Source: an optimization exercise on an open RTL-to-GDS flow (aim: small area, a short achievable clock period and few clock cycles). Production flows keep margins and buffers that such runs may drop. The RTL was checked by simulation tests, not by an equivalence proof against the original design. Power and IR drop assume default switching activity.

11-02:
==> flow/design.v <==
`timescale 1ns / 1ps
package lsga_pkg;
    localparam int IDX_W        = 4;
    localparam int BYTES_W      = 12;
    localparam int DEST_W       = 4;
    localparam int SERVED_W     = 24;
    localparam int OPCODE_W     = 2;
    localparam int S_TDATA_W    = 24;
    localparam int M_TDATA_W    = 24;
    localparam int MAX_SLAVES_DEF    = 14;
    localparam int ACTIVE_RESET      = 14;
    localparam logic [OPCODE_W-1:0] OP_CLR_REQ = 2'd0;
    localparam logic [OPCODE_W-1:0] OP_RECORD  = 2'd1;
    localparam logic [OPCODE_W-1:0] OP_GRANT   = 2'd2;
    localparam logic [OPCODE_W-1:0] OP_CLR_ALL = 2'd3;
endpackage
`timescale 1ns / 1ps
module lsga_cell (
    input  logic                          i_clk,
    input  logic                          i_rst_n,
    input  logic                          i_clr_flag,   
    input  logic                          i_rec,        
    input  logic                          i_win,        
    input  logic                          i_tot_we,     
    input  logic [lsga_pkg::BYTES_W-1:0]  i_bytes,
    input  logic [lsga_pkg::DEST_W-1:0]   i_dest,
    input  logic [lsga_pkg::SERVED_W-1:0] i_tot_wd,     
    input  logic [lsga_pkg::SERVED_W-1:0] i_tot,        
    input  logic                          i_tie,        
    output logic                          o_flag,
    output logic [lsga_pkg::SERVED_W-1:0] o_served,
    output logic [lsga_pkg::BYTES_W-1:0]  o_size,
    output logic [lsga_pkg::DEST_W-1:0]   o_dest,
    output logic                          o_bc_wins     
);
    logic                          r_flag;
    logic [lsga_pkg::SERVED_W-1:0] r_served;
    logic [lsga_pkg::BYTES_W-1:0]  r_size;
    logic [lsga_pkg::DEST_W-1:0]   r_dest;
    always_ff @(posedge i_clk) begin
        if (!i_rst_n) begin
            r_flag <= 1'b0;
        end else if (i_clr_flag || i_win) begin
            r_flag <= 1'b0;
        end else if (i_rec) begin
            r_flag <= 1'b1;
        end
    end
    always_ff @(posedge i_clk) begin
        if (i_tot_we) begin
            r_served <= i_tot_wd;
        end
    end
    always_ff @(posedge i_clk) begin
        if (i_rec) begin
            r_size <= i_bytes;
            r_dest <= i_dest;
        end
    end
    function automatic logic lt_fn(input logic [23:0] x, input logic [23:0] s, input logic tie);
        logic [23:0] g, l; logic [11:0] g1, l1; logic [5:0] g2, l2; logic [2:0] g3, l3;
        g = ~x & s;
        l = x & ~s;
        for (int k = 0; k < 12; k++) begin g1[k] = g[2*k+1] | (~l[2*k+1] & g[2*k]); l1[k] = l[2*k+1] | (~g[2*k+1] & l[2*k]); end
        for (int k = 0; k < 6; k++) begin g2[k] = g1[2*k+1] | (~l1[2*k+1] & g1[2*k]); l2[k] = l1[2*k+1] | (~g1[2*k+1] & l1[2*k]); end
        for (int k = 0; k < 3; k++) begin g3[k] = g2[2*k+1] | (~l2[2*k+1] & g2[2*k]); l3[k] = l2[2*k+1] | (~g2[2*k+1] & l2[2*k]); end
        lt_fn = g3[2] | (~l3[2] & (g3[1] | (~l3[1] & (g3[0] | (~l3[0] & tie)))));
    endfunction
    assign o_bc_wins = lt_fn(i_tot, r_served, i_tie);
    assign o_flag   = r_flag;
    assign o_served = r_served;
    assign o_size   = r_size;
    assign o_dest   = r_dest;
endmodule
`timescale 1ns / 1ps
module least_served_grant_arbiter_core #(
    parameter int MAX_SLAVES = lsga_pkg::MAX_SLAVES_DEF
) (
    input  logic                 i_clk,
    input  logic                 i_rst_n,
    input  logic                 i_cfg_we,
    input  logic [lsga_pkg::IDX_W-1:0]     i_cfg_wdata,       
    input  logic                 i_s_axis_tvalid,
    output logic                 o_s_axis_tready,
    input  logic [lsga_pkg::S_TDATA_W-1:0] i_s_axis_tdata,    
    input  logic [lsga_pkg::OPCODE_W-1:0]  i_s_axis_tuser,    
    output logic                 o_m_axis_tvalid,
    input  logic                 i_m_axis_tready,
    output logic [lsga_pkg::M_TDATA_W-1:0] o_m_axis_tdata     
);
    localparam int N   = MAX_SLAVES;
    localparam int SW  = lsga_pkg::SERVED_W;
    localparam int BW  = lsga_pkg::BYTES_W;
    localparam int DW  = lsga_pkg::DEST_W;
    localparam int IW  = lsga_pkg::IDX_W;
    localparam logic [IW-1:0] ACT_RST = (N < lsga_pkg::ACTIVE_RESET) ? IW'(N) : IW'(lsga_pkg::ACTIVE_RESET);
    logic [1:0]    w_op;
    logic [IW-1:0] w_idx;
    logic [BW-1:0] w_bytes;
    logic [DW-1:0] w_dest;
    assign w_op    = i_s_axis_tuser;
    assign w_idx   = i_s_axis_tdata[IW-1:0];
    assign w_bytes = i_s_axis_tdata[IW +: BW];
    assign w_dest  = i_s_axis_tdata[IW+BW +: DW];
    logic          r_out_valid;
    logic [22:0]   r_out_data;
    logic [N-1:0]  r_act;        
    logic [N-1:0]  w_flag;
    logic [SW-1:0] w_served [N];
    logic [BW-1:0] w_size [N];
    logic [DW-1:0] w_sdest [N];
    logic [N-1:0]  w_bc_wins;
    logic [N-1:0]  r_g_oh;       
    logic [N-1:0]  r_t_oh;       
    logic [SW-1:0] r_tot;
    logic r_hold;
    logic w_hold, w_accept;
    assign w_hold          = r_hold;
    assign o_s_axis_tready = !w_hold && (!r_out_valid || i_m_axis_tready);
    assign w_accept        = i_s_axis_tvalid && o_s_axis_tready;
    logic [N-1:0] w_dec;
    always_comb begin
        for (int k = 0; k < N; k++) w_dec[k] = (w_idx == IW'(k + 1));
    end
    logic w_rec_ok, w_rec_set, w_clr_req, w_clr_all, w_grant;
    assign w_rec_ok  = |(w_dec & r_act);
    assign w_rec_set = w_accept && (w_op == lsga_pkg::OP_RECORD) && (w_bytes != '0);
    assign w_clr_req = i_cfg_we || (w_accept && (w_op == lsga_pkg::OP_CLR_REQ || w_op == lsga_pkg::OP_CLR_ALL));
    assign w_clr_all = !i_rst_n || i_cfg_we || (w_accept && (w_op == lsga_pkg::OP_CLR_ALL));
    assign w_grant   = w_accept && (w_op == lsga_pkg::OP_GRANT);
    logic [N-1:0]  r_m [N];
    logic [N-1:0]  w_beats [N];
    logic [N-1:0]  w_win;
    logic          w_any;
    always_comb begin
        for (int i = 0; i < N; i++) begin
            for (int j = 0; j < N; j++) begin
                if (i < j)       w_beats[i][j] = r_m[i][j];
                else if (i > j)  w_beats[i][j] = !r_m[j][i];
                else             w_beats[i][j] = 1'b1;
            end
        end
        for (int i = 0; i < N; i++) begin
            w_win[i] = w_flag[i] && (&(w_beats[i] | ~w_flag));
        end
    end
    assign w_any = |w_flag;
    logic [N-1:0]  w_g_above, r_t_above;
    logic [SW-1:0] w_tot_wd;
    always_comb begin
        w_g_above[0] = 1'b0;
        for (int i = 1; i < N; i++) w_g_above[i] = w_g_above[i-1] | r_g_oh[i-1];
    end
    logic r_clr_pend;
    logic [N-1:0] r_tot_we;
    assign w_tot_wd = r_tot;
    genvar gk;
    generate
        for (gk = 0; gk < N; gk++) begin : g_cell
            lsga_cell u_cell (
                .i_clk      (i_clk),
                .i_rst_n    (i_rst_n),
                .i_clr_flag (w_clr_req),
                .i_rec      (w_rec_set && w_dec[gk] && r_act[gk]),
                .i_win      (w_grant && w_win[gk]),
                .i_tot_we   (r_tot_we[gk]),
                .i_bytes    (w_bytes),
                .i_dest     (w_dest),
                .i_tot_wd   (w_tot_wd),
                .i_tot      (r_tot),
                .i_tie      (r_t_above[gk]),
                .o_flag     (w_flag[gk]),
                .o_served   (w_served[gk]),
                .o_size     (w_size[gk]),
                .o_dest     (w_sdest[gk]),
                .o_bc_wins  (w_bc_wins[gk])
            );
        end
    endgenerate
    logic [BW-1:0] w_sel_size;
    logic [DW-1:0] w_sel_dest;
    logic [IW-1:0] w_sel_idx;
    always_comb begin
        w_sel_size = '0;
        w_sel_dest = '0;
        w_sel_idx  = '0;
        for (int i = 0; i < N; i++) begin
            w_sel_size |= {BW{w_win[i]}} & w_size[i];
            w_sel_dest |= {DW{w_win[i]}} & w_sdest[i];
            w_sel_idx  |= {IW{w_win[i]}} & IW'(i + 1);
        end
    end
    logic [SW-1:0] w_sel_served, r_g_served;
    always_comb begin
        w_sel_served = '0;
        for (int i = 0; i < N; i++) w_sel_served |= {SW{w_win[i]}} & w_served[i];
    end
    logic [BW-1:0] w_g_size;
    assign w_g_size = r_out_data[16:5];
    logic [BW-1:0] w_lo_g, w_lo_p, w_lo_cg, w_lo_cp;
    logic [BW:0]   w_lo_c;
    logic [BW-1:0] w_lo_sum;
    logic [SW-BW-1:0] w_hi, w_hi_t, w_hi_inc;
    logic [SW-1:0] w_new_tot;
    always_comb begin
        w_lo_g = r_g_served[BW-1:0] & w_g_size;
        w_lo_p = r_g_served[BW-1:0] ^ w_g_size;
        w_lo_cg = w_lo_g;
        w_lo_cp = w_lo_p;
        for (int d = 1; d < BW; d = d * 2) begin
            for (int i = BW - 1; i >= d; i--) begin
                w_lo_cg[i] = w_lo_cg[i] | (w_lo_cp[i] & w_lo_cg[i-d]);
                w_lo_cp[i] = w_lo_cp[i] & w_lo_cp[i-d];
            end
        end
        w_lo_c[0] = 1'b0;
        for (int i = 0; i < BW; i++) w_lo_c[i+1] = w_lo_cg[i];
        w_lo_sum = w_lo_p ^ w_lo_c[BW-1:0];
        w_hi = r_g_served[SW-1:BW];
        w_hi_t[0] = 1'b1;
        for (int i = 1; i < SW - BW; i++) w_hi_t[i] = w_hi_t[i-1] & w_hi[i-1];
        w_hi_inc = w_hi ^ w_hi_t;
        if (w_lo_c[BW] && (&w_hi)) w_new_tot = '1;
        else if (w_lo_c[BW])       w_new_tot = {w_hi_inc, w_lo_sum};
        else                       w_new_tot = {w_hi, w_lo_sum};
    end
    logic [22:0] w_res;
    always_comb begin
        w_res = '0;
        unique case (w_op)
            lsga_pkg::OP_RECORD: begin
                w_res[21] = w_any || (w_rec_ok && (w_bytes != '0));
                w_res[22] = !w_rec_ok;
            end
            lsga_pkg::OP_GRANT: begin
                w_res[0]     = w_any;
                w_res[4:1]   = w_sel_idx;
                w_res[16:5]  = w_sel_size;
                w_res[20:17] = w_sel_dest;
                w_res[21]    = |(w_flag & ~w_win);
            end
            default: w_res = '0;
        endcase
    end
    always_ff @(posedge i_clk) begin
        for (int i = 0; i < N; i++) begin
            for (int j = i + 1; j < N; j++) begin
                r_m[i][j] <= r_clr_pend || (r_t_oh[i] && w_bc_wins[j]) || (r_t_oh[j] && !w_bc_wins[i])
                             || (!r_t_oh[i] && !r_t_oh[j] && r_m[i][j]);
            end
        end
    end
    always_ff @(posedge i_clk) begin
        if (!i_rst_n) begin
            r_out_valid <= 1'b0;
            for (int k = 0; k < N; k++) r_act[k] <= (k + 1 <= ACT_RST);
        end else begin
            if (w_accept) begin
                r_out_valid <= 1'b1;
            end else if (i_m_axis_tready) begin
                r_out_valid <= 1'b0;
            end
            if (i_cfg_we) begin
                for (int k = 0; k < N; k++) r_act[k] <= (IW'(k + 1) <= i_cfg_wdata);
            end
        end
    end
    always_ff @(posedge i_clk) begin
        if (w_clr_all) begin
            r_g_oh <= '0;
            r_t_oh <= '0;
        end else begin
            r_g_oh <= w_grant ? w_win : '0;
            r_t_oh <= r_g_oh;
        end
        r_t_above <= w_g_above;
        r_clr_pend <= w_clr_all;
        for (int k = 0; k < N; k++) r_tot_we[k] <= w_clr_all || r_g_oh[k];
        r_hold     <= i_rst_n && !i_cfg_we && w_rec_set && |(w_dec & r_act & r_g_oh);
    end
    always_ff @(posedge i_clk) begin
        r_tot <= w_clr_all ? '0 : w_new_tot;
        r_g_served <= w_sel_served;      
        if (w_accept) begin
            r_out_data <= w_res;
        end
    end
    assign o_m_axis_tvalid = r_out_valid;
    assign o_m_axis_tdata  = {1'b0, r_out_data};
endmodule
==> flow/config.mk <==
export PLATFORM = sky130hd
export DESIGN_NAME = least_served_grant_arbiter_core
export DESIGN_NICKNAME = least_served_grant_arbiter_core
export VERILOG_FILES = /design/flow/design.v
export SDC_FILE = /design/flow/constraint.sdc
export NUM_CORES = 4
export LEC_CHECK = 0
export CAP_MARGIN = 20
export CORE_MARGIN = 2
export CORE_UTILIZATION = 45
export CTS_CLUSTER_DIAMETER = 70
export CTS_CLUSTER_SIZE = 26
export PLACE_DENSITY = 0.75
export SETUP_SLACK_MARGIN = 2.6
export SLEW_MARGIN = 20
export TNS_END_PERCENT = 0
==> flow/constraint.sdc <==
create_clock -name core_clock -period 5.0 [get_ports {i_clk}]
set_input_delay 1.0000 -clock core_clock [delete_from_list [all_inputs] [get_ports {i_clk}]]
set_output_delay 1.0000 -clock core_clock [all_outputs]
set_load 0.01 [all_outputs]
run.sh (not shown) runs the stock make flow with config.mk's settings and CLKGATE_MAP_FILE= SYNTH_SCRIPT=/design/flow/synth_recipe.tcl, a recipe that flattens the netlist after the stock synthesis.
Testbench counts of 11-02, summed over its fixed seeds: cycles 12,129.
Input changes introduced in 08-06 (baseline for comparison: 11-02):
diff --git a/flow/design.v b/flow/design.v
--- a/flow/design.v
+++ b/flow/design.v
@@ -151,10 +151,9 @@
         w_g_above[0] = 1'b0;
         for (int i = 1; i < N; i++) w_g_above[i] = w_g_above[i-1] | r_g_oh[i-1];
     end
     logic r_clr_pend;
-    logic [N-1:0] r_tot_we;
-    assign w_tot_wd = r_tot;
+    assign w_tot_wd = r_clr_pend ? '0 : r_tot;
     genvar gk;
     generate
         for (gk = 0; gk < N; gk++) begin : g_cell
             lsga_cell u_cell (
@@ -162,9 +161,9 @@
                 .i_rst_n    (i_rst_n),
                 .i_clr_flag (w_clr_req),
                 .i_rec      (w_rec_set && w_dec[gk] && r_act[gk]),
                 .i_win      (w_grant && w_win[gk]),
-                .i_tot_we   (r_tot_we[gk]),
+                .i_tot_we   (r_clr_pend || r_t_oh[gk]),
                 .i_bytes    (w_bytes),
                 .i_dest     (w_dest),
                 .i_tot_wd   (w_tot_wd),
                 .i_tot      (r_tot),
@@ -274,13 +273,12 @@
             r_t_oh <= r_g_oh;
         end
         r_t_above <= w_g_above;
         r_clr_pend <= w_clr_all;
-        for (int k = 0; k < N; k++) r_tot_we[k] <= w_clr_all || r_g_oh[k];
         r_hold     <= i_rst_n && !i_cfg_we && w_rec_set && |(w_dec & r_act & r_g_oh);
     end
     always_ff @(posedge i_clk) begin
-        r_tot <= w_clr_all ? '0 : w_new_tot;
+        r_tot <= w_new_tot;
         r_g_served <= w_sel_served;      
         if (w_accept) begin
             r_out_data <= w_res;
         end
Findings:
- In the flow results for 11-02 and 08-06, the die area is larger on 08-06.
- In 08-06, data required time of the worst path is lower than in 11-02.
- 08-06 vs 11-02: final cell count without fillers up by a few percent
- Run comparison: 11-02 first element of the critical path r_tot[3]; 08-06 first element of the critical path g_cell[12].u_cell.r_flag
- Routed wire in 08-06 totals more than in 11-02.
- Of 11-02 and 08-06, the run reporting the lower number of buffers outside the clock class in the layout was 11-02.
- On switching power, 08-06 does worse than 11-02.
- 08-06: worst hold path depth 1 below 11-02
- Compare 11-02 and 08-06 | setup slack after layout lower: 11-02
- Between 11-02 and 08-06, the starting utilization of the core area figures differ only marginally.
Testbench counts of 08-06, summed over its fixed seeds: cycles 12,129.

==> afterwards: timing with drivers on the ports <==
The results above use ideal ports. As a check the final layouts listed here were re-extracted and re-timed, cells and wires unchanged. Step 1: set_driving_cell puts a clkbuf_16 on i_clk and a buf_2 on each other input, an assumption about the parent block. Step 2, shift: input delay + t, output delay - t, t = (earliest + latest rising clock arrival at the registers) / 2. This alone moves slack from input paths to output paths. Three values: no drivers, after step 1, after step 2; two values: the first two.
run	shift t [ns]	slack for setup (ns)	worst setup path at the end
11-02	0.705	1.554 / 1.554 / 1.104	input to register
08-06	0.702	2.038 / 2.038 / 1.549	input to register
After both steps every run listed still meets setup and hold. The setup slack of 08-06, which loses most, moves by 0.000 ns with the drivers and by -0.489 ns with both steps.
